Context: an optimization exercise on an open-source flow, tuned for a short achievable clock period and few clock cycles per item. The choices shown serve that exercise and are no tape-out recipe. The RTL was checked by simulation tests, not by an equivalence proof against the original design. No activity file was given, so power comes from the tool's default toggle rates.

**design/flow/config.mk**
```make
export PLATFORM = sky130hd
export DESIGN_NAME = core_issue_top
export DESIGN_NICKNAME = core_issue_top
export VERILOG_FILES = /design/flow/design.v
export SDC_FILE = /design/flow/constraint.sdc
export NUM_CORES = 4
export LEC_CHECK = 0
export CAP_MARGIN = 20
export CORE_MARGIN = 2
export CORE_UTILIZATION = 40
export SLEW_MARGIN = 20
```
**design/flow/constraint.sdc**
```tcl
create_clock -name core_clock -period 7.0 [get_ports {clk}]
set_input_delay 1.4000 -clock core_clock [delete_from_list [all_inputs] [get_ports {clk}]]
set_output_delay 1.4000 -clock core_clock [all_outputs]
set_load 0.01 [all_outputs]
```
**design/flow/design.v**
```verilog
package core_pkg;
    typedef enum logic [1:0] {
        EXE_NONE,
        EXE_ALU,
        EXE_MUL,
        EXE_DIV
    } exe_unit_e;
    typedef enum logic [2:0] {
        ALU_ADD,
        ALU_SUB,
        ALU_AND,
        ALU_OR,
        ALU_XOR
    } alu_op_e;
    typedef enum logic [1:0] {
        MD_MUL,
        MD_DIVU,
        MD_REMU
    } md_op_e;
    typedef enum logic [1:0] {
        DIV_IDLE,
        DIV_BUSY,
        DIV_DONE
    } div_state_e;
    typedef struct packed {
        exe_unit_e              unit;
        alu_op_e                alu_op;
        md_op_e                 md_op;
        logic [5-1:0] rd;
        logic [5-1:0] rs1;
        logic [5-1:0] rs2;
        logic [32-1:0]       imm;
        logic                   use_imm;
        logic                   reg_write;
    } decoded_instr_t;
    localparam int DEC_INSTR_W = 2 + 3 + 2 + 3 * 5 + 32 + 2;
endpackage
`timescale 1ns/10ps
import core_pkg::*;
module instr_decoder (
    input  logic                    clk,
    input  logic                    rst,
    input  logic                    instr_valid,
    input  logic [31:0]             instr_word,
    input  logic                    flush,
    output logic                    dec_valid,
    output core_pkg::decoded_instr_t dec_instr
);
    typedef enum logic [6:0] {
        OPC_OP     = 7'b0110011,
        OPC_OP_IMM = 7'b0010011
    } rv_opcode_e;
    logic [6:0]     funct7;
    logic [2:0]     funct3;
    core_pkg::decoded_instr_t dec;
    assign funct7 = instr_word[31:25];
    assign funct3 = instr_word[14:12];
    always_comb begin
        dec.unit    = EXE_NONE;
        dec.alu_op  = ALU_ADD;
        dec.md_op   = MD_MUL;
        dec.rd      = instr_word[11:7];
        dec.rs1     = instr_word[19:15];
        dec.rs2     = instr_word[24:20];
        dec.imm     = {{(32-12){instr_word[31]}}, instr_word[31:20]};
        dec.use_imm = 1'b0;
        case (instr_word[6:0])
            OPC_OP: begin
                if (funct7 == 7'b0000000) begin
                    dec.unit = EXE_ALU;
                    case (funct3)
                        3'b000:  dec.alu_op = ALU_ADD;
                        3'b100:  dec.alu_op = ALU_XOR;
                        3'b110:  dec.alu_op = ALU_OR;
                        3'b111:  dec.alu_op = ALU_AND;
                        default: dec.unit = EXE_NONE;
                    endcase
                end else if (funct7 == 7'b0100000 && funct3 == 3'b000) begin
                    dec.unit   = EXE_ALU;
                    dec.alu_op = ALU_SUB;
                end else if (funct7 == 7'b0000001) begin
                    case (funct3)
                        3'b000: dec.unit = EXE_MUL;
                        3'b101: begin
                            dec.unit  = EXE_DIV;
                            dec.md_op = MD_DIVU;
                        end
                        3'b111: begin
                            dec.unit  = EXE_DIV;
                            dec.md_op = MD_REMU;
                        end
                        default: dec.unit = EXE_NONE;
                    endcase
                end
            end
            OPC_OP_IMM: begin
                dec.rs2     = '0;
                dec.use_imm = 1'b1;
                dec.unit    = EXE_ALU;
                case (funct3)
                    3'b000:  dec.alu_op = ALU_ADD;
                    3'b100:  dec.alu_op = ALU_XOR;
                    3'b110:  dec.alu_op = ALU_OR;
                    3'b111:  dec.alu_op = ALU_AND;
                    default: dec.unit = EXE_NONE;
                endcase
            end
            default: dec.unit = EXE_NONE;
        endcase
        dec.reg_write = (dec.unit != EXE_NONE) && (dec.rd != '0);
    end
    always_ff @(posedge clk) begin
        if (rst)
            dec_valid <= 1'b0;
        else
            dec_valid <= instr_valid && !flush;
    end
    always_ff @(posedge clk) begin
        dec_instr <= dec;
    end
endmodule
`timescale 1ns/10ps
import core_pkg::*;
module instr_queue (
    input  logic                     clk,
    input  logic                     rst,
    input  logic                     clear,
    input  logic                     push,
    input  core_pkg::decoded_instr_t wr_data,
    input  logic                     pop,
    output core_pkg::decoded_instr_t rd_data,
    output logic                     empty,
    output logic                     almost_full
);
    localparam int PTR_W = $clog2(8);
    logic [core_pkg::DEC_INSTR_W-1:0] mem [8];
    logic [PTR_W-1:0] rd_ptr;
    logic [PTR_W-1:0] wr_ptr;
    logic [PTR_W:0]   count;
    logic [PTR_W:0]   count_next;
    logic             do_push;
    logic             do_pop;
    assign do_push = push && !clear && (count != 8);
    assign do_pop  = pop && !clear && !empty;
    assign empty   = (count == '0);
    assign rd_data = mem[rd_ptr];
    always_comb begin
        count_next = count;
        if (clear)
            count_next = '0;
        else if (do_push && !do_pop)
            count_next = count + 1'b1;
        else if (!do_push && do_pop)
            count_next = count - 1'b1;
    end
    always_ff @(posedge clk) begin
        if (rst || clear) begin
            rd_ptr <= '0;
            wr_ptr <= '0;
        end else begin
            if (do_push)
                wr_ptr <= wr_ptr + 1'b1;
            if (do_pop)
                rd_ptr <= rd_ptr + 1'b1;
        end
    end
    always_ff @(posedge clk) begin
        if (rst) begin
            count       <= '0;
            almost_full <= 1'b0;
        end else begin
            count       <= count_next;
            almost_full <= (count_next >= 4);
        end
    end
    always_ff @(posedge clk) begin
        if (do_push)
            mem[wr_ptr] <= wr_data;
    end
endmodule
`timescale 1ns/10ps
import core_pkg::*;
module instruction_issue (
    input  logic                     clk,
    input  logic                     rst,
    input  logic                     flush,
    input  logic                     iq_empty,
    input  core_pkg::decoded_instr_t iq_head,
    output logic                     iq_pop,
    output logic                     alu_bus_valid,
    output core_pkg::alu_op_e        alu_bus_alu_op,
    output core_pkg::md_op_e         alu_bus_md_op,
    output logic [5-1:0]   alu_bus_rd,
    output logic [32-1:0]         alu_bus_op_a,
    output logic [32-1:0]         alu_bus_op_b,
    output logic                     mul_bus_valid,
    output core_pkg::alu_op_e        mul_bus_alu_op,
    output core_pkg::md_op_e         mul_bus_md_op,
    output logic [5-1:0]   mul_bus_rd,
    output logic [32-1:0]         mul_bus_op_a,
    output logic [32-1:0]         mul_bus_op_b,
    output logic                     div_bus_valid,
    output core_pkg::alu_op_e        div_bus_alu_op,
    output core_pkg::md_op_e         div_bus_md_op,
    output logic [5-1:0]   div_bus_rd,
    output logic [32-1:0]         div_bus_op_a,
    output logic [32-1:0]         div_bus_op_b,
    input  logic                     div_done,
    input  logic                     wb_valid,
    input  logic [5-1:0]   wb_rd,
    input  logic [32-1:0]         wb_data
);
    localparam int MUL_SR_W = 3 - 1;
    logic [32-1:0]       reg_file [32];
    logic [32-1:0]   pending;
    logic [32-1:0]   pending_next;
    logic [MUL_SR_W-1:0]    mul_inflight;
    logic                   div_pending;
    logic [5-1:0] div_rd;
    logic                   nop_instr;
    logic                   sb_conflict;
    logic                   wb_conflict;
    logic                   fire;
    logic                   issue_alu;
    logic                   issue_mul;
    logic                   issue_div;
    logic [32-1:0]       op_a;
    logic [32-1:0]       rs2_data;
    logic [32-1:0]       op_b;
    assign nop_instr = (iq_head.unit == EXE_NONE);
    assign sb_conflict = pending[iq_head.rs1] || pending[iq_head.rs2] || pending[iq_head.rd];
    assign wb_conflict = (iq_head.unit == EXE_ALU) && mul_inflight[MUL_SR_W-1];
    assign fire = !iq_empty && !flush &&
                  (nop_instr || (!sb_conflict && !wb_conflict && !div_pending));
    assign iq_pop    = fire;
    assign issue_alu = fire && (iq_head.unit == EXE_ALU);
    assign issue_mul = fire && (iq_head.unit == EXE_MUL);
    assign issue_div = fire && (iq_head.unit == EXE_DIV);
    assign op_a     = (iq_head.rs1 == '0) ? '0 : reg_file[iq_head.rs1];
    assign rs2_data = (iq_head.rs2 == '0) ? '0 : reg_file[iq_head.rs2];
    assign op_b     = iq_head.use_imm ? iq_head.imm : rs2_data;
    always_ff @(posedge clk) begin
        if (wb_valid)
            reg_file[wb_rd] <= wb_data;
    end
    always_comb begin
        pending_next = pending;
        if (wb_valid)
            pending_next[wb_rd] = 1'b0;
        if (flush && div_pending)
            pending_next[div_rd] = 1'b0;
        if (fire && iq_head.reg_write)
            pending_next[iq_head.rd] = 1'b1;
    end
    always_ff @(posedge clk) begin
        if (rst) begin
            pending      <= '0;
            mul_inflight <= '0;
            div_pending  <= 1'b0;
        end else begin
            pending      <= pending_next;
            mul_inflight <= {mul_inflight[MUL_SR_W-2:0], issue_mul};
            if (flush || div_done)
                div_pending <= 1'b0;
            else if (issue_div)
                div_pending <= 1'b1;
        end
    end
    always_ff @(posedge clk) begin
        if (issue_div)
            div_rd <= iq_head.rd;
    end
    always_ff @(posedge clk) begin
        if (rst) begin
            alu_bus_valid <= 1'b0;
            mul_bus_valid <= 1'b0;
            div_bus_valid <= 1'b0;
        end else begin
            alu_bus_valid <= issue_alu;
            mul_bus_valid <= issue_mul;
            div_bus_valid <= issue_div;
        end
    end
    always_ff @(posedge clk) begin
        alu_bus_alu_op <= iq_head.alu_op;
        alu_bus_md_op  <= iq_head.md_op;
        alu_bus_rd     <= iq_head.rd;
        alu_bus_op_a   <= op_a;
        alu_bus_op_b   <= op_b;
        mul_bus_alu_op <= iq_head.alu_op;
        mul_bus_md_op  <= iq_head.md_op;
        mul_bus_rd     <= iq_head.rd;
        mul_bus_op_a   <= op_a;
        mul_bus_op_b   <= op_b;
        div_bus_alu_op <= iq_head.alu_op;
        div_bus_md_op  <= iq_head.md_op;
        div_bus_rd     <= iq_head.rd;
        div_bus_op_a   <= op_a;
        div_bus_op_b   <= op_b;
    end
endmodule
`timescale 1ns/10ps
import core_pkg::*;
module execute_cluster (
    input  logic                   clk,
    input  logic                   rst,
    input  logic                   flush,
    input  logic                   alu_bus_valid,
    input  core_pkg::alu_op_e      alu_bus_alu_op,
    input  core_pkg::md_op_e       alu_bus_md_op,
    input  logic [5-1:0] alu_bus_rd,
    input  logic [32-1:0]       alu_bus_op_a,
    input  logic [32-1:0]       alu_bus_op_b,
    input  logic                   mul_bus_valid,
    input  core_pkg::alu_op_e      mul_bus_alu_op,
    input  core_pkg::md_op_e       mul_bus_md_op,
    input  logic [5-1:0] mul_bus_rd,
    input  logic [32-1:0]       mul_bus_op_a,
    input  logic [32-1:0]       mul_bus_op_b,
    input  logic                   div_bus_valid,
    input  core_pkg::alu_op_e      div_bus_alu_op,
    input  core_pkg::md_op_e       div_bus_md_op,
    input  logic [5-1:0] div_bus_rd,
    input  logic [32-1:0]       div_bus_op_a,
    input  logic [32-1:0]       div_bus_op_b,
    output logic                   div_done,
    output logic                   wb_valid,
    output logic [5-1:0] wb_rd,
    output logic [32-1:0]       wb_data
);
    localparam int CNT_W = $clog2(32);
    logic                   alu_valid;
    logic [5-1:0] alu_rd;
    logic [32-1:0]       alu_comb;
    logic [32-1:0]       alu_result;
    logic [2:0]             mul_valid;
    logic [5-1:0] mul_rd [3];
    logic [32-1:0]       mul_part_lo;
    logic [32-1:0]       mul_part_hi;
    logic [32-1:0]       mul_sum;
    logic [32-1:0]       mul_result;
    core_pkg::div_state_e             div_state;
    logic [CNT_W-1:0]       div_count;
    core_pkg::md_op_e                 div_op;
    logic [5-1:0] div_rd;
    logic [32-1:0]       div_quot;
    logic [32-1:0]       div_rem;
    logic [32-1:0]       div_divisor;
    logic [32:0]         div_shift;
    logic [32+1:0]       div_diff;
    always_comb begin
        case (alu_bus_alu_op)
            ALU_SUB: alu_comb = alu_bus_op_a - alu_bus_op_b;
            ALU_AND: alu_comb = alu_bus_op_a & alu_bus_op_b;
            ALU_OR:  alu_comb = alu_bus_op_a | alu_bus_op_b;
            ALU_XOR: alu_comb = alu_bus_op_a ^ alu_bus_op_b;
            default: alu_comb = alu_bus_op_a + alu_bus_op_b;
        endcase
    end
    always_ff @(posedge clk) begin
        alu_rd     <= alu_bus_rd;
        alu_result <= alu_comb;
    end
    always_ff @(posedge clk) begin
        mul_part_lo <= mul_bus_op_a * mul_bus_op_b[15:0];
        mul_part_hi <= mul_bus_op_a * mul_bus_op_b[31:16];
        mul_sum     <= mul_part_lo + {mul_part_hi[15:0], 16'b0};
        mul_result  <= mul_sum;
        mul_rd[0]   <= mul_bus_rd;
        mul_rd[1]   <= mul_rd[0];
        mul_rd[2]   <= mul_rd[1];
    end
    always_ff @(posedge clk) begin
        if (rst) begin
            alu_valid <= 1'b0;
            mul_valid <= '0;
        end else begin
            alu_valid <= alu_bus_valid;
            mul_valid <= {mul_valid[1:0], mul_bus_valid};
        end
    end
    assign div_shift = {div_rem, div_quot[32-1]};
    assign div_diff  = {1'b0, div_shift} - {2'b00, div_divisor};
    always_ff @(posedge clk) begin
        if (rst || flush) begin
            div_state <= DIV_IDLE;
            div_count <= '0;
        end else begin
            case (div_state)
                DIV_IDLE: begin
                    div_count <= '0;
                    if (div_bus_valid)
                        div_state <= DIV_BUSY;
                end
                DIV_BUSY: begin
                    div_count <= div_count + 1'b1;
                    if (div_count == CNT_W'(32 - 1))
                        div_state <= DIV_DONE;
                end
                default: div_state <= DIV_IDLE;
            endcase
        end
    end
    always_ff @(posedge clk) begin
        if (div_state == DIV_IDLE && div_bus_valid) begin
            div_op      <= div_bus_md_op;
            div_rd      <= div_bus_rd;
            div_quot    <= div_bus_op_a;
            div_divisor <= div_bus_op_b;
            div_rem     <= '0;
        end else if (div_state == DIV_BUSY) begin
            if (!div_diff[32+1]) begin
                div_rem  <= div_diff[32-1:0];
                div_quot <= {div_quot[32-2:0], 1'b1};
            end else begin
                div_rem  <= div_shift[32-1:0];
                div_quot <= {div_quot[32-2:0], 1'b0};
            end
        end
    end
    assign div_done = (div_state == DIV_DONE);
    assign wb_valid = alu_valid || mul_valid[2] || div_done;
    always_comb begin
        if (mul_valid[2]) begin
            wb_rd   = mul_rd[2];
            wb_data = mul_result;
        end else if (div_done) begin
            wb_rd   = div_rd;
            wb_data = (div_op == MD_REMU) ? div_rem : div_quot;
        end else begin
            wb_rd   = alu_rd;
            wb_data = alu_result;
        end
    end
endmodule
`timescale 1ns/10ps
import core_pkg::*;
module core_issue_top (
    input  logic                   clk,
    input  logic                   rst,
    input  logic                   instr_valid,
    input  logic [31:0]            instr_word,
    input  logic                   flush,
    output logic                   stall,
    output logic                   wb_valid,
    output logic [5-1:0] wb_rd,
    output logic [32-1:0]       wb_data
);
    logic           dec_valid;
    core_pkg::decoded_instr_t dec_instr;
    core_pkg::decoded_instr_t iq_head;
    logic           iq_empty;
    logic           iq_pop;
    logic           div_done;
    logic                   alu_bus_valid, mul_bus_valid, div_bus_valid;
    core_pkg::alu_op_e                alu_bus_alu_op, mul_bus_alu_op, div_bus_alu_op;
    core_pkg::md_op_e                 alu_bus_md_op, mul_bus_md_op, div_bus_md_op;
    logic [5-1:0] alu_bus_rd, mul_bus_rd, div_bus_rd;
    logic [32-1:0]       alu_bus_op_a, mul_bus_op_a, div_bus_op_a;
    logic [32-1:0]       alu_bus_op_b, mul_bus_op_b, div_bus_op_b;
    instr_decoder u_decoder (
        .clk         (clk),
        .rst         (rst),
        .instr_valid (instr_valid),
        .instr_word  (instr_word),
        .flush       (flush),
        .dec_valid   (dec_valid),
        .dec_instr   (dec_instr)
    );
    instr_queue u_queue (
        .clk         (clk),
        .rst         (rst),
        .clear       (flush),
        .push        (dec_valid),
        .wr_data     (dec_instr),
        .pop         (iq_pop),
        .rd_data     (iq_head),
        .empty       (iq_empty),
        .almost_full (stall)
    );
    instruction_issue u_issue (
        .clk      (clk),
        .rst      (rst),
        .flush    (flush),
        .iq_empty (iq_empty),
        .iq_head  (iq_head),
        .iq_pop   (iq_pop),
        .alu_bus_valid   (alu_bus_valid),
        .alu_bus_alu_op  (alu_bus_alu_op),
        .alu_bus_md_op   (alu_bus_md_op),
        .alu_bus_rd      (alu_bus_rd),
        .alu_bus_op_a    (alu_bus_op_a),
        .alu_bus_op_b    (alu_bus_op_b),
        .mul_bus_valid   (mul_bus_valid),
        .mul_bus_alu_op  (mul_bus_alu_op),
        .mul_bus_md_op   (mul_bus_md_op),
        .mul_bus_rd      (mul_bus_rd),
        .mul_bus_op_a    (mul_bus_op_a),
        .mul_bus_op_b    (mul_bus_op_b),
        .div_bus_valid   (div_bus_valid),
        .div_bus_alu_op  (div_bus_alu_op),
        .div_bus_md_op   (div_bus_md_op),
        .div_bus_rd      (div_bus_rd),
        .div_bus_op_a    (div_bus_op_a),
        .div_bus_op_b    (div_bus_op_b),
        .div_done (div_done),
        .wb_valid (wb_valid),
        .wb_rd    (wb_rd),
        .wb_data  (wb_data)
    );
    execute_cluster u_execute (
        .clk      (clk),
        .rst      (rst),
        .flush    (flush),
        .alu_bus_valid   (alu_bus_valid),
        .alu_bus_alu_op  (alu_bus_alu_op),
        .alu_bus_md_op   (alu_bus_md_op),
        .alu_bus_rd      (alu_bus_rd),
        .alu_bus_op_a    (alu_bus_op_a),
        .alu_bus_op_b    (alu_bus_op_b),
        .mul_bus_valid   (mul_bus_valid),
        .mul_bus_alu_op  (mul_bus_alu_op),
        .mul_bus_md_op   (mul_bus_md_op),
        .mul_bus_rd      (mul_bus_rd),
        .mul_bus_op_a    (mul_bus_op_a),
        .mul_bus_op_b    (mul_bus_op_b),
        .div_bus_valid   (div_bus_valid),
        .div_bus_alu_op  (div_bus_alu_op),
        .div_bus_md_op   (div_bus_md_op),
        .div_bus_rd      (div_bus_rd),
        .div_bus_op_a    (div_bus_op_a),
        .div_bus_op_b    (div_bus_op_b),
        .div_done (div_done),
        .wb_valid (wb_valid),
        .wb_rd    (wb_rd),
        .wb_data  (wb_data)
    );
endmodule
```
**design/flow/run.sh**
```bash
#!/bin/bash
# synth_recipe.tcl (not shown) runs the flow's synth.tcl, then flattens the netlist and writes it again
# the make line also repeats each setting of config.mk as NAME=value (left out here)
make -C /OpenROAD-flow-scripts/flow DESIGN_CONFIG=/design/flow/config.mk WORK_HOME=/design/flow/orfs CLKGATE_MAP_FILE= SYNTH_SCRIPT=/design/flow/synth_recipe.tcl finish
```
==> run notes <==
cell type report:
cell class	count	area [um2]	share of cell area [%]
antenna	4	10.0	0.00917
clock buffer	254	5250	4.81
clock inverter	97	1080	0.991
inverter	625	2360	2.17
multi-input combinational	6173	43900	40.2
sequential	1751	49000	44.9
tap	3185	3990	3.65
timing repair buffer	390	3620	3.31
path summary, 6_finish.rpt:
kind              slack [ns]  cells past startpoint                        end
setup / recovery        0.28                     24  u_execute.mul_part_lo[30]
hold / removal          0.32                      0   u_execute.mul_result[28]
hold reg to reg         0.32                      0   u_execute.mul_result[28]
setup reg to reg        0.28                     24  u_execute.mul_part_lo[30]
cell usage in the layout, fill, tap and decap left out, types with 26 or more instances in the layout:
| cell | instances |
|---|---|
| and3_1 | 81 |
| a21o_1 | 59 |
| edfxtp_1 | 1388 |
| clkinv_2 | 34 |
| fa_1 | 387 |
| mux2i_1 | 245 |
| mux2_2 | 49 |
| nor2_1 | 429 |
| nand2_1 | 1941 |
| clkdlybuf4s50_1 | 74 |
| xnor2_1 | 143 |
| nand3_1 | 566 |
| nor2_4 | 41 |
| a21oi_1 | 262 |
| nor3_1 | 170 |
| inv_1 | 603 |
| a31oi_1 | 47 |
| o22ai_1 | 26 |
| clkbuf_1 | 45 |
| clkinv_1 | 27 |
| clkbuf_16 | 197 |
| mux4_2 | 96 |
| dfxtp_1 | 346 |
| o21ai_2 | 32 |
| xor2_1 | 57 |
| buf_12 | 33 |
| and2_1 | 211 |
| ha_1 | 272 |
| nand2b_1 | 37 |
| o21ai_0 | 133 |
| nor2b_1 | 38 |
| a311oi_1 | 355 |
| buf_4 | 276 |
| a211oi_1 | 203 |
sequential cells by signal, indices dropped and copies added (netlist names), 3 cells and up, named ones only:
register / flops
u_execute.div_divisor: 32
u_issue.alu_bus_rd: 5
u_execute.mul_rd: 15
u_execute.mul_part_lo: 32
u_queue.count: 4
u_execute.mul_part_hi: 16
u_execute.mul_sum: 32
u_issue.alu_bus_op_a: 32
u_execute.div_quot: 32
u_queue.wr_ptr: 3
u_execute.alu_result: 32
u_queue.mem: 288
u_issue.reg_file: 1024
u_execute.div_rd: 5
u_issue.alu_bus_alu_op: 3
u_execute.div_count: 5
u_issue.pending: 32
u_execute.mul_result: 32
u_decoder.dec_instr: 36
u_issue.alu_bus_op_b: 32
u_issue.div_rd: 5
u_queue.rd_ptr: 3
u_execute.div_rem: 32
u_execute.mul_valid: 3
logic make-up after synthesis:
family / after synthesis / share of synthesized area (%)
AO/OA/AOI/OAI: 1305 / 9.52
XOR/XNOR: 200 / 1.81
adder cells (fa/ha/maj): 662 / 11.5
buffers and inverters: 1236 / 4.90
flip-flops: 1751 / 50.5
multiplexers: 408 / 5.61
AND/OR/NAND/NOR: 3598 / 16.1
stage by stage:
step / instances / setup slack [ns]
after global routing: 12500 / -0.0178
final: 12500 / 0.277
after detailed placement: 12100 / -0.0580
after floorplan: 9160 / 0.427
after CTS: 12500 / 0.0341
after global placement: 12100 / 0.0710
metal layers:
layer  vias up  track usage (%)  share of wire [%]
met5         -                0              0.014
met4         8             13.1                5.4
met3       773             5.40                 10
met2      4074             41.3                 45
met1     36900             35.6                 40
li1      32200                -                  -
critical path, cell delays in order (launching register included):
cell	delay [ns]
dfxtp_2	0.34
clkinvlp_4	0.14
buf_12	0.14
nor2_1	0.06
fa_1	0.53
inv_1	0.05
fa_1	0.54
inv_1	0.05
fa_1	0.53
fa_1	0.45
fa_1	0.55
inv_1	0.07
fa_1	0.49
inv_1	0.05
ha_1	0.32
a21oi_2	0.20
o21a_1	0.16
a311oi_2	0.07
buf_4	0.19
a221o_2	0.44
a21oi_4	0.18
o21ai_1	0.12
a2111o_1	0.45
a2111o_1	0.37
o311ai_0	0.10
power by group through the flow:
stage          combinational, mW  sequential, mW  clock (mW)
2_1_floorplan               8.64            12.5           0
3_3_place_gp                12.3            12.7           0
3_5_place_dp                12.4            12.7           0
4_1_cts                     12.6            12.5        10.4
5_1_grt                     14.2            12.5        10.8
6_report                    12.8            12.5        10.3
timing repair:
item	CTS	global route
setup buffers	0	15
endpoints found under the setup margin	1	4
gates cloned	0	1
resized for setup	5	37
pin swaps	0	3
==> flow_metrics.tcl <==
set metrics [dict create \
    setup_violations 0 \
    async_flop_share_pct 0 \
    yosysMostFrequentCell "nand2_1" \
    nFillCells 21900 \
    syn_area_mm2 0.0969 \
    swShare_pct 34.6 \
    status "no timing/DRC/antenna violations" \
    wl_um 333000 \
    syn-num-nets 9856 \
    tightestPinTransition_ns 1.24 \
    clock_latency_ns 0.87 \
    grt_usage_pct 26.6 \
    synth_edf_count 1388 \
    grt_max_degree 176 \
    coreArea_mm2 0.241 \
    syn_area_per_cell_um2 10.6 \
    holdBufCountCts 0 \
    relSlewSlack_pct 17.3 \
    yosysWarnings 5 \
    worstReg2RegStart "u_issue.alu_bus_op_a[5]" \
    grt_pass1_wl_um 487000 \
    drcViolationCount 0 \
    detail-route-antenna-nets 0 \
    p_per_area_mw_per_mm2 325 \
    ioPinCount 75 \
    max_freq_mhz 149 \
    clk_pin_slew_ns 0.06 \
    p_seq_share_pct 35.2 \
    root_buffer "clkbuf_16" \
    irDropWorstVdd_v 0.000689 \
    cts_tree "yes" \
    grt_pass1_vias 73300 \
    cp-end-kind "flop" \
    path_class "flop to flop" \
    p_leak_nw 41.4 \
    hold_viol_final 0 \
    drive_above_1_share_pct 9.73 \
    fin_util_pct 45.3 \
    area_growth_syn_to_layout_pct 12.7 \
    routed_via_density 5.93 \
    nNetsFinal 9827 \
    period_needed_ns 6.72 \
    placed_area_mm2 0.103 \
    p_comb_share_pct 35.9 \
    period_share_pct 96.0 \
    clockBufferDepth 3 \
    start_util_pct 40.2 \
    rows 180 \
    ys_top_cells_by_count "1941 x nand2_1, 1388 x edfxtp_1, 608 x inv_1" \
    ys_types 84 \
    dieWidth_um 496 \
    hpwl_um 212000 \
    synth_seq_cells 1751 \
    finalMaxSlewViolations 0 \
    internal-power_mw 23.2 \
    finClkSkew_ns 0.0525 \
    io_buffers 74 \
    cp-start-kind "flop" \
    die_h_um 496 \
    hold_path.class "flop to flop" \
    synth_top_area_cell "edfxtp_1" \
    worst_hold_slack_ns 0.323 \
    worstPathRequired_ns 7.73 \
    hp-start "u_execute.mul_sum[28]" \
    overflow 0 \
    firstDrtPassIters 6 \
    power.total_mw 35.5 \
    drt-initial-drc-count 8835 \
    cp-startpoint "u_issue.alu_bus_op_a[5]" \
    synth_top_area_share_pct 43.0 \
    tns_ns 0 \
    cts_htree_levels 4 \
    cp.arrival_ns 7.45 \
    maxCapViolCount 0 \
    cts_made_buffers 190 \
    yosysSeqAreaShare_pct 50.5 \
    path_max_fanout 5 \
    gp_congestion 0.952 \
    wl_per_cell_um 26.7 \
    net-switching-power_mw 12.3 \
    synth_area_leaders "edfxtp_1 43%, fa_1 8.0%, nand2_1 7.5%" \
    power.share.clock_pct 28.9 \
    design_area_mm2 0.109 \
    cts_num_sinks 1751 \
    syn-instance-count 9160 \
    vias 74000 \
    die_area_mm2 0.246 \
    synth_flop_cell "edfxtp_1" \
    antenna_found_initial 9 \
]
Testbench counts, summed over its fixed seeds: cycles 48,537, instrs 16,000.

re-timing with driven ports:
The flow's constraints put no driver on any port. The routed layout listed below was extracted and timed again, unchanged, in two steps. Step 1: set_driving_cell puts a clkbuf_16 on clk and a buf_2 on each other input, an assumption about the parent block. Step 2 moves the port delays by t, midway between the first and last clock arrival at a register: inputs arrive t later, outputs are due t later. That takes back most of the time a late clock gives input paths. Three values: ideal ports, drivers, drivers and shift; two values: the first two.
t (ns): 0.938
setup WS [ns]: 0.277 / 0.277 / 0.277
clock arrival spread, ns: 0.053 / 0.053
After both steps setup and hold are still met in this run. The setup slack of this run moves by 0.000 ns with the drivers and by 0.000 ns with both steps.
